From an optimization exercise on the open Yosys and OpenROAD flow, aimed at small area; shortcuts taken in it are not production practice.
Function was checked by simulation only, so behaviour that the tests miss may differ from the original.
Power and IR drop assume default switching activity.

==> zinc: inputs <==
## cfg_top
module cfg_top #(
    parameter cfg_pkg::period_t CLEAR_PERIOD_RESET = 62500
) (
    input  logic                clk_pcie,
    input  logic                rst,
    input  logic                i_cmd_valid,
    output logic                o_cmd_ready,
    input  cfg_pkg::cmd_word_t  i_cmd_data,
    output logic                o_rsp_valid,
    input  logic                i_rsp_ready,
    output cfg_pkg::rsp_word_t  o_rsp_data,
    input  logic [15:0]         i_pcie_id,
    output logic                o_cfg_mgmt_rd_en,
    output logic                o_cfg_mgmt_wr_en,
    output cfg_pkg::dwaddr_t    o_cfg_mgmt_dwaddr,
    output cfg_pkg::dword_t     o_cfg_mgmt_di,
    output cfg_pkg::byte_en_t   o_cfg_mgmt_byte_en,
    output logic                o_cfg_mgmt_wr_readonly,
    output logic                o_cfg_mgmt_wr_rw1c_as_rw,
    input  cfg_pkg::dword_t     i_cfg_mgmt_do,
    input  logic                i_cfg_mgmt_rd_wr_done
);
    localparam int NB = cfg_pkg::REG_BYTES;      
    localparam logic [159:0] RW_RESET = {CLEAR_PERIOD_RESET,             
                                         16'h0000, 16'hf000,             
                                         32'h0,                          
                                         32'(cfg_pkg::REG_BYTES),        
                                         16'h0018,                       
                                         cfg_pkg::RW_MAGIC};             
    logic [159:0] rw_q;
    logic rd_en_q, wr_en_q, result_valid_q;
    logic busy;
    logic host_req, host_ready, timer_ready;
    logic tmr_req_q;
    logic [1:0] tmr_be_q;        
    logic [31:0] count_q;
    cfg_pkg::dword_t   result_data_q;
    cfg_pkg::dwaddr_t  result_dwaddr_q;
    cfg_pkg::byte_en_t result_be_q;
    logic [15:0] cmd_addr;
    logic [14:0] ofs;
    logic [7:0]  val_lo, val_hi, msk_lo, msk_hi;
    logic        fire, cmd_read, cmd_write;
    assign cmd_addr = i_cmd_data[31:16];
    assign ofs      = cmd_addr[14:0];
    assign val_lo   = i_cmd_data[63:56];
    assign val_hi   = i_cmd_data[55:48];
    assign msk_lo   = i_cmd_data[47:40];
    assign msk_hi   = i_cmd_data[39:32];
  ...
==> flow/config.mk <==
export PLATFORM = sky130hd
export DESIGN_NAME = cfg_top
export DESIGN_NICKNAME = cfg_top
export VERILOG_FILES = /design/flow/design.v
export SDC_FILE = /design/flow/constraint.sdc
export NUM_CORES = 4
export LEC_CHECK = 0
export CAP_MARGIN = 10
export CORE_MARGIN = 2
export CORE_UTILIZATION = 50
export GPL_TIMING_DRIVEN = 0
export SLEW_MARGIN = 10
export SYNTH_HIERARCHICAL = 1
==> flow/constraint.sdc <==
create_clock -name core_clock -period 5.0 [get_ports {clk_pcie}]
set_input_delay 1.0000 -clock core_clock [delete_from_list [all_inputs] [get_ports {clk_pcie}]]
set_output_delay 1.0000 -clock core_clock [all_outputs]
set_load 0.01 [all_outputs]
standard.sh (not shown) runs the stock make flow with config.mk's settings and CLKGATE_MAP_FILE= SYNTH_SCRIPT=/design/flow/synth_recipe.tcl, a recipe that flattens the netlist after the stock synthesis.
==> flow/flow/run.sh <==
#!/bin/bash
# Standard layout, with the smallest buffer on every input and output port and a clock
# tree of few large leaf buffers without dummy loads.
set -euo pipefail
export BUFFER_PORTS_ARGS="-buffer_cell sky130_fd_sc_hd__buf_1"
export CTS_ARGS="-sink_clustering_enable -repair_clock_nets -dont_use_dummy_load -sink_clustering_size 20 -sink_clustering_max_diameter 100 -buf_list sky130_fd_sc_hd__clkbuf_16"
bash standard.sh > standard_flow.log 2>&1
==> inputs of yarrow, as changes to zinc <==
==> flow/flow/run.sh (replaced) <==
#!/bin/bash
# Standard layout, with the smallest buffer on every input and output port and a clock
# tree of few large leaf buffers without dummy loads.
set -euo pipefail
export BUFFER_PORTS_ARGS="-buffer_cell sky130_fd_sc_hd__buf_1"
export CTS_ARGS="-sink_clustering_enable -repair_clock_nets -dont_use_dummy_load -sink_clustering_size 30 -sink_clustering_max_diameter 80 -buf_list sky130_fd_sc_hd__clkbuf_16"
bash standard.sh > standard_flow.log 2>&1
- CORE_UTILIZATION: 50 -> 65
==> flow_summary.json <==
{
  "status": "finished with violations",
  "so_faults": "negative setup slack",
  "r2r_start": "rw_q[128]",
  "final_nets": 1447,
  "fin_ws_ns": -0.841,
  "setup_violations": 3
}
The numbers above come from zinc.

==> flow_summary.json <==
{
  "status": "finished with violations",
  "fin_ws_ns": -0.822,
  "final_nets": 1439,
  "so_faults": "negative setup slack",
  "r2r_start": "count_q[0]",
  "setup_violations": 3
}
The numbers above come from yarrow.


* * *

==> inputs of sierra <==
cfg_top, a different RTL version from the one above (not shown whole).
export LEC_CHECK = 0
export CAP_MARGIN = 10
export CORE_MARGIN = 2
export CORE_UTILIZATION = 60
export GPL_TIMING_DRIVEN = 0
export PLACE_DENSITY = 0.75
export SLEW_MARGIN = 10
export SYNTH_HIERARCHICAL = 1
create_clock -name core_clock -period 5.0 [get_ports {clk_pcie}]
==> flow/flow/run.sh <==
#!/bin/bash
# Standard layout (bash standard.sh, which runs ORFS with the standard flow's config), with these changes:
# - every input and output port gets the smallest buffer (buf_1);
# - synthesis buffers are removed before global placement (flow/pre_gpl.tcl);
# - the clock tree has a few large leaf buffers, small root and branch buffers, and no dummy
#   loads.
# ORFS writes each step's full log under orfs/logs/; make's own output goes to standard_flow.log.
set -euo pipefail
export BUFFER_PORTS_ARGS="-buffer_cell sky130_fd_sc_hd__buf_1"
export CTS_ARGS="-sink_clustering_enable -repair_clock_nets -dont_use_dummy_load -sink_clustering_size 30 -sink_clustering_max_diameter 80 -buf_list sky130_fd_sc_hd__clkbuf_16 -root_buf sky130_fd_sc_hd__clkbuf_2 -tree_buf sky130_fd_sc_hd__clkbuf_4"
export PRE_GLOBAL_PLACE_TCL="$PWD/flow/pre_gpl.tcl"
bash standard.sh > standard_flow.log 2>&1
==> flow/flow/pre_gpl.tcl <==
# Before global placement: drop the buffers synthesis inserted; the placement-stage repair
# buffers only the nets whose slew or capacitance needs it.
remove_buffers
==> inputs of tundra, as changes to sierra <==
--- a/flow/design.v
+++ b/flow/design.v
@@ -64,17 +64,17 @@
                                          16'h0018,                       
                                          cfg_pkg::RW_MAGIC};             
     logic [159:0] rw_q;
     logic rd_en_q, wr_en_q, result_valid_q;
     logic busy;
     logic host_req, host_ready, timer_ready;
     logic tmr_req_q;
     logic [1:0] tmr_be_q;        
-    logic [31:0] cnt_n_q;
+    logic [31:0] count_q;
     cfg_pkg::dword_t   result_data_q;
     cfg_pkg::dwaddr_t  result_dwaddr_q;
     cfg_pkg::byte_en_t result_be_q;
     logic [15:0] cmd_addr;
     logic [14:0] ofs;
     logic [7:0]  val_lo, val_hi, msk_lo, msk_hi;
     logic        fire, cmd_read, cmd_write;
     assign cmd_addr = i_cmd_data[31:16];
@@ -321,69 +321,36 @@
             result_dwaddr_q <= o_cfg_mgmt_dwaddr;
             result_be_q     <= o_cfg_mgmt_byte_en;
         end
     end
     logic tmr_on, advance, expired;
     assign tmr_on  = rw_q[19] | rw_q[20];
     assign advance = tmr_on & ~fire & ~busy & ~tmr_req_q;
     logic        cnt_clr;
-    logic [32:0] cnt_b;          
-    logic [31:0] cnt_x;          
+    logic [31:0] cnt_s;          
+    logic [32:0] cnt_c;          
     logic [31:0] cnt_d;
     assign cnt_clr   = rst | ~tmr_on | tmr_req_q;
-    assign cnt_b[0]  = ~advance;
-    assign cnt_b[16] = ~advance | (|cnt_n_q[15:0]);
-    for (genvar i = 0; i < 32; i++) begin : g_dec
-        if (i % 2 == 0) begin : g_ev
-            assign cnt_x[i] = ~(cnt_n_q[i] ^ cnt_b[i]);
-            if (i != 15 && i != 31) begin : g_b
-                cfg_nor2 u_b (.a(cnt_n_q[i]), .b(cnt_b[i]), .y(cnt_b[i + 1]));
-            end
-        end else begin : g_od
-            assign cnt_x[i] = cnt_n_q[i] ^ cnt_b[i];
-            if (i != 15 && i != 31) begin : g_b
-                cfg_orn u_b (.a(cnt_n_q[i]), .b(cnt_b[i]), .y(cnt_b[i + 1]));
-            end
+    assign cnt_c[0]  = advance;
+    assign cnt_c[16] = advance & (&count_q[15:0]);
+    for (genvar i = 0; i < 32; i++) begin : g_inc
+        if (i == 15 || i == 31) begin : g_top
+            assign cnt_s[i] = count_q[i] ^ cnt_c[i];
+        end else begin : g_ha
+            cfg_ha u_ha (.a(count_q[i]), .b(cnt_c[i]), .s(cnt_s[i]), .co(cnt_c[i + 1]));
         end
     end
-    assign cnt_d = cnt_x | {32{cnt_clr}};
+    assign cnt_d = cnt_s & {32{~cnt_clr}};
     always_ff @(posedge clk_pcie) begin
-        cnt_n_q <= cnt_d;
-    end
-    logic [31:0] per;
-    logic [31:0] cg, cp;         
-    logic [32:0] cc;             
-    logic        hi_gen, hi_prop;
-    assign per = rw_q[128 +: 32];
-    for (genvar i = 0; i < 32; i++) begin : g_cmp
-        if (i == 0) begin : g_b0
-            cfg_nor2 u_c (.a(per[i]), .b(cnt_n_q[i]), .y(cc[i + 1]));
-        end else if (i == 16) begin : g_b16
-            cfg_nand2 u_g (.a(per[i]), .b(cnt_n_q[i]), .y(cg[i]));
-            cfg_nor2  u_p (.a(per[i]), .b(cnt_n_q[i]), .y(cp[i]));
-            assign cc[i + 1] = cg[i];
-        end else if (i % 2 == 0) begin : g_ev
-            cfg_and2  u_g (.a(per[i]), .b(cnt_n_q[i]), .y(cg[i]));
-            cfg_or2   u_p (.a(per[i]), .b(cnt_n_q[i]), .y(cp[i]));
-            cfg_o21ai u_c (.a1(cg[i]), .a2(cc[i]), .b1(cp[i]), .y(cc[i + 1]));
-        end else begin : g_od
-            cfg_nand2 u_g (.a(per[i]), .b(cnt_n_q[i]), .y(cg[i]));
-            cfg_nor2  u_p (.a(per[i]), .b(cnt_n_q[i]), .y(cp[i]));
-            cfg_o21ai u_c (.a1(cp[i]), .a2(cc[i]), .b1(cg[i]), .y(cc[i + 1]));
-        end
+        count_q <= cnt_d;
     end
-    always_comb begin
-        hi_prop = 1'b1;
-        for (int i = 16; i < 32; i++) begin
-            hi_prop = hi_prop & ((i % 2 == 0 && i != 16) ? (cp[i] & ~cg[i]) : (cg[i] & ~cp[i]));
-        end
-    end
-    assign hi_gen  = cc[32];
-    assign expired = ~(hi_gen | (hi_prop & cc[16]));
+    logic [32:0] cmp_sum;
+    assign cmp_sum = {1'b0, count_q} + {1'b0, ~rw_q[128 +: 32]};
+    assign expired = cmp_sum[32];
     always_ff @(posedge clk_pcie) begin
         if (rst) begin
             tmr_req_q <= 1'b0;
         end else if (advance && expired) begin
             tmr_req_q <= 1'b1;
         end else if (timer_ready) begin
             tmr_req_q <= 1'b0;
         end
@@ -431,32 +398,8 @@
     assign y = (a & b) | (a & c) | (b & c);
 endmodule
 module cfg_nor2 (
     input  logic a, b,
     output logic y
 );
     assign y = ~(a | b);
 endmodule
-module cfg_orn (
-    input  logic a, b,
-    output logic y
-);
-    assign y = a | ~b;
-endmodule
-module cfg_and2 (
-    input  logic a, b,
-    output logic y
-);
-    assign y = a & b;
-endmodule
-module cfg_or2 (
-    input  logic a, b,
-    output logic y
-);
-    assign y = a | b;
-endmodule
-module cfg_o21ai (
-    input  logic a1, a2, b1,
-    output logic y
-);
-    assign y = ~((a1 | a2) & b1);
-endmodule
==> flow/flow/run.sh (replaced) <==
#!/bin/bash
# Standard layout, with the smallest buffer on every input and output port and a clock
# tree of few large leaf buffers without dummy loads.
set -euo pipefail
export BUFFER_PORTS_ARGS="-buffer_cell sky130_fd_sc_hd__buf_1"
export CTS_ARGS="-sink_clustering_enable -repair_clock_nets -dont_use_dummy_load -sink_clustering_size 30 -sink_clustering_max_diameter 80 -buf_list sky130_fd_sc_hd__clkbuf_16"
bash standard.sh > standard_flow.log 2>&1
- CORE_UTILIZATION: 60 -> 55
- PLACE_DENSITY: 0.75 -> default
removed: flow/flow/pre_gpl.tcl
==> inputs of xenon, as changes to sierra <==
--- a/flow/design.v
+++ b/flow/design.v
@@ -64,17 +64,17 @@
                                          16'h0018,                       
                                          cfg_pkg::RW_MAGIC};             
     logic [159:0] rw_q;
     logic rd_en_q, wr_en_q, result_valid_q;
     logic busy;
     logic host_req, host_ready, timer_ready;
     logic tmr_req_q;
     logic [1:0] tmr_be_q;        
-    logic [31:0] cnt_n_q;
+    logic [31:0] count_q;
     cfg_pkg::dword_t   result_data_q;
     cfg_pkg::dwaddr_t  result_dwaddr_q;
     cfg_pkg::byte_en_t result_be_q;
     logic [15:0] cmd_addr;
     logic [14:0] ofs;
     logic [7:0]  val_lo, val_hi, msk_lo, msk_hi;
     logic        fire, cmd_read, cmd_write;
     assign cmd_addr = i_cmd_data[31:16];
@@ -320,70 +320,42 @@
             result_data_q   <= i_cfg_mgmt_do;
             result_dwaddr_q <= o_cfg_mgmt_dwaddr;
             result_be_q     <= o_cfg_mgmt_byte_en;
         end
     end
     logic tmr_on, advance, expired;
     assign tmr_on  = rw_q[19] | rw_q[20];
     assign advance = tmr_on & ~fire & ~busy & ~tmr_req_q;
-    logic        cnt_clr;
-    logic [32:0] cnt_b;          
-    logic [31:0] cnt_x;          
+    logic        cnt_clr, cnt_inc, cnt_hold;
+    logic [31:0] cnt_p1;         
+    logic [32:1] cnt_c;          
     logic [31:0] cnt_d;
-    assign cnt_clr   = rst | ~tmr_on | tmr_req_q;
-    assign cnt_b[0]  = ~advance;
-    assign cnt_b[16] = ~advance | (|cnt_n_q[15:0]);
-    for (genvar i = 0; i < 32; i++) begin : g_dec
-        if (i % 2 == 0) begin : g_ev
-            assign cnt_x[i] = ~(cnt_n_q[i] ^ cnt_b[i]);
-            if (i != 15 && i != 31) begin : g_b
-                cfg_nor2 u_b (.a(cnt_n_q[i]), .b(cnt_b[i]), .y(cnt_b[i + 1]));
-            end
-        end else begin : g_od
-            assign cnt_x[i] = cnt_n_q[i] ^ cnt_b[i];
-            if (i != 15 && i != 31) begin : g_b
-                cfg_orn u_b (.a(cnt_n_q[i]), .b(cnt_b[i]), .y(cnt_b[i + 1]));
-            end
+    assign cnt_clr  = rst | ~tmr_on | tmr_req_q;
+    assign cnt_inc  = advance & ~cnt_clr;
+    assign cnt_hold = ~advance & ~cnt_clr;
+    assign cnt_p1[0] = ~count_q[0];
+    assign cnt_c[1]  = count_q[0];
+    assign cnt_c[16] = &count_q[15:0];
+    for (genvar i = 1; i < 32; i++) begin : g_inc
+        if (i == 15) begin : g_lo_top
+            assign cnt_p1[i] = count_q[i] ^ cnt_c[i];
+        end else begin : g_ha
+            cfg_ha u_ha (.a(count_q[i]), .b(cnt_c[i]), .s(cnt_p1[i]), .co(cnt_c[i + 1]));
         end
     end
-    assign cnt_d = cnt_x | {32{cnt_clr}};
-    always_ff @(posedge clk_pcie) begin
-        cnt_n_q <= cnt_d;
-    end
-    logic [31:0] per;
-    logic [31:0] cg, cp;         
-    logic [32:0] cc;             
-    logic        hi_gen, hi_prop;
-    assign per = rw_q[128 +: 32];
-    for (genvar i = 0; i < 32; i++) begin : g_cmp
-        if (i == 0) begin : g_b0
-            cfg_nor2 u_c (.a(per[i]), .b(cnt_n_q[i]), .y(cc[i + 1]));
-        end else if (i == 16) begin : g_b16
-            cfg_nand2 u_g (.a(per[i]), .b(cnt_n_q[i]), .y(cg[i]));
-            cfg_nor2  u_p (.a(per[i]), .b(cnt_n_q[i]), .y(cp[i]));
-            assign cc[i + 1] = cg[i];
-        end else if (i % 2 == 0) begin : g_ev
-            cfg_and2  u_g (.a(per[i]), .b(cnt_n_q[i]), .y(cg[i]));
-            cfg_or2   u_p (.a(per[i]), .b(cnt_n_q[i]), .y(cp[i]));
-            cfg_o21ai u_c (.a1(cg[i]), .a2(cc[i]), .b1(cp[i]), .y(cc[i + 1]));
-        end else begin : g_od
-            cfg_nand2 u_g (.a(per[i]), .b(cnt_n_q[i]), .y(cg[i]));
-            cfg_nor2  u_p (.a(per[i]), .b(cnt_n_q[i]), .y(cp[i]));
-            cfg_o21ai u_c (.a1(cp[i]), .a2(cc[i]), .b1(cg[i]), .y(cc[i + 1]));
-        end
+    for (genvar i = 0; i < 32; i++) begin : g_cnt
+        cfg_ao22 u_d (.a1(cnt_inc), .a2(cnt_p1[i]), .b1(cnt_hold), .b2(count_q[i]), .y(cnt_d[i]));
     end
-    always_comb begin
-        hi_prop = 1'b1;
-        for (int i = 16; i < 32; i++) begin
-            hi_prop = hi_prop & ((i % 2 == 0 && i != 16) ? (cp[i] & ~cg[i]) : (cg[i] & ~cp[i]));
-        end
+    always_ff @(posedge clk_pcie) begin
+        count_q <= cnt_d;
     end
-    assign hi_gen  = cc[32];
-    assign expired = ~(hi_gen | (hi_prop & cc[16]));
+    logic [32:0] cmp_sum;
+    assign cmp_sum = {1'b0, count_q} + {1'b0, ~rw_q[128 +: 32]};
+    assign expired = cmp_sum[32];
     always_ff @(posedge clk_pcie) begin
         if (rst) begin
             tmr_req_q <= 1'b0;
         end else if (advance && expired) begin
             tmr_req_q <= 1'b1;
         end else if (timer_ready) begin
             tmr_req_q <= 1'b0;
         end
@@ -431,32 +403,8 @@
     assign y = (a & b) | (a & c) | (b & c);
 endmodule
 module cfg_nor2 (
     input  logic a, b,
     output logic y
 );
     assign y = ~(a | b);
 endmodule
-module cfg_orn (
-    input  logic a, b,
-    output logic y
-);
-    assign y = a | ~b;
-endmodule
-module cfg_and2 (
-    input  logic a, b,
-    output logic y
-);
-    assign y = a & b;
-endmodule
-module cfg_or2 (
-    input  logic a, b,
-    output logic y
-);
-    assign y = a | b;
-endmodule
-module cfg_o21ai (
-    input  logic a1, a2, b1,
-    output logic y
-);
-    assign y = ~((a1 | a2) & b1);
-endmodule
==> flow/flow/run.sh (replaced) <==
#!/bin/bash
# Standard layout, with the smallest buffer on every input and output port and a clock
# tree of few large leaf buffers without dummy loads.
set -euo pipefail
export BUFFER_PORTS_ARGS="-buffer_cell sky130_fd_sc_hd__buf_1"
export CTS_ARGS="-sink_clustering_enable -repair_clock_nets -dont_use_dummy_load -sink_clustering_size 45 -sink_clustering_max_diameter 70 -buf_list sky130_fd_sc_hd__clkbuf_16"
bash standard.sh > standard_flow.log 2>&1
- CORE_UTILIZATION: 60 -> 65
- PLACE_DENSITY: 0.75 -> default
removed: flow/flow/pre_gpl.tcl
==> results by group <==
Logic synthesis
  • Syn nets: 1271
  • Xor/xnor share of the synthesized area: 0.0200
  • Register area share after synthesis: 0.669

Critical path
  • Slowest stage delay, CP: 510 ps

Timing
  • Worst slew pin tran: 1330 ps

Final layout
  • Logic inverters: 6
  • Multi-input combinational cell count: 793
  • Multi-input combinational area share: 0.297
  • Clock-cell share: 0.0203

Outcome
  • Outcome: complete, no violations

Pwr
  • Cell Pwr Density: 342 nW/um^2
-- figures above: sierra

==> results by group <==
Logic synthesis
  • Register area share after synthesis: 0.663
  • Xor/xnor share of the synthesized area: 0.00247
  • Syn nets: 1279

Final layout
  • Final nets: 1492
  • Multi-input combinational cell count: 711
  • Buffers excl. clock: 223
  • Clock-cell share: 0.0236
  • Multi-input combinational area share: 0.294
  • Logic inverters: 38
  • Non-clock buffers, area share: 0.0562

CTS
  • Clock latency on the worst-skew pair: 520 ps
  • Clock-pin slew on the worst setup and hold paths: 110 ps
  • CTS Buf Count: 15

Timing
  • Worst slew pin tran: 1320 ps

Global routing
  • GR Util All Layers: 0.306
  • Met2 Resource Use GR: 0.482

Critical path
  • Slowest stage delay, CP: 500 ps
  • Crit path cell chain: or4_4 > a21oi_4 > a2111oi_2 > and2_1 > ha_1 > ha_1 > ha_1 > ha_1 > ha_1 > ha_1 > ha_1 > ha_1 > ha_1 > ha_1 > ha_1 > ha_1 > ha_1 > ha_1 > ha_1 > xnor2_1 > nor3_1

Outcome
  • Outcome: complete, no violations

Pwr
  • Cell Pwr Density: 342 nW/um^2
-- figures above: tundra

==> results by group <==
Outcome
  • Outcome: complete, no violations

Final layout
  • Clock-cell share: 0.0251
  • Multi-input combinational cell count: 733
  • Multi-input combinational area share: 0.298
  • Num sequential: 325
  • Logic inverters: 40

Logic synthesis
  • Register area share after synthesis: 0.657
  • Xor/xnor share of the synthesized area: 0.00123

Die
  • Die ar.: 23200 um^2

Pwr
  • Cell Pwr Density: 347 nW/um^2
  • Sw Share: 0.264

CTS
  • Longest Clk Path Bufs: 3

Place
  • Placed insts: 1603

Drt
  • 1st-iter DRT viols: 1875
  • DR vias: 10896

Critical path
  • Slowest stage delay, CP: 750 ps

Min path
  • Hold depth: 0

Global routing
  • Total grt overflow: 0
-- figures above: xenon

separate check: timing with driven ports:
The results above use ideal ports. As a check the final layouts listed here were re-extracted and re-timed, cells and wires unchanged.
Step 1 (the two cells are an assumption about what drives the block):
set clk [get_ports {clk_pcie}]
set_driving_cell -lib_cell sky130_fd_sc_hd__clkbuf_16 $clk
set_driving_cell -lib_cell sky130_fd_sc_hd__buf_2 [delete_from_list [all_inputs] $clk]
Step 2 also shifts input and output timing later by t, the mid clock arrival at the registers, as if the neighbouring blocks saw the same clock.
Slacks: ideal ports / drivers / drivers and shift; pairs: ideal ports / drivers.
run | t, ns | setup WS [ns] | worst slew at a driven data input, ns
zinc | 0.550 | -0.841 / -0.841 / -0.841 | 0.08
yarrow | 0.537 | -0.822 / -0.822 / -0.822 | 0.06
sierra | 0.863 | 0.885 / 0.885 / 0.355 | 0.04
tundra | 0.553 | 0.269 / 0.269 / 0.046 | 0.04
xenon | 0.559 | 0.767 / 0.797 / 0.237 | 0.07
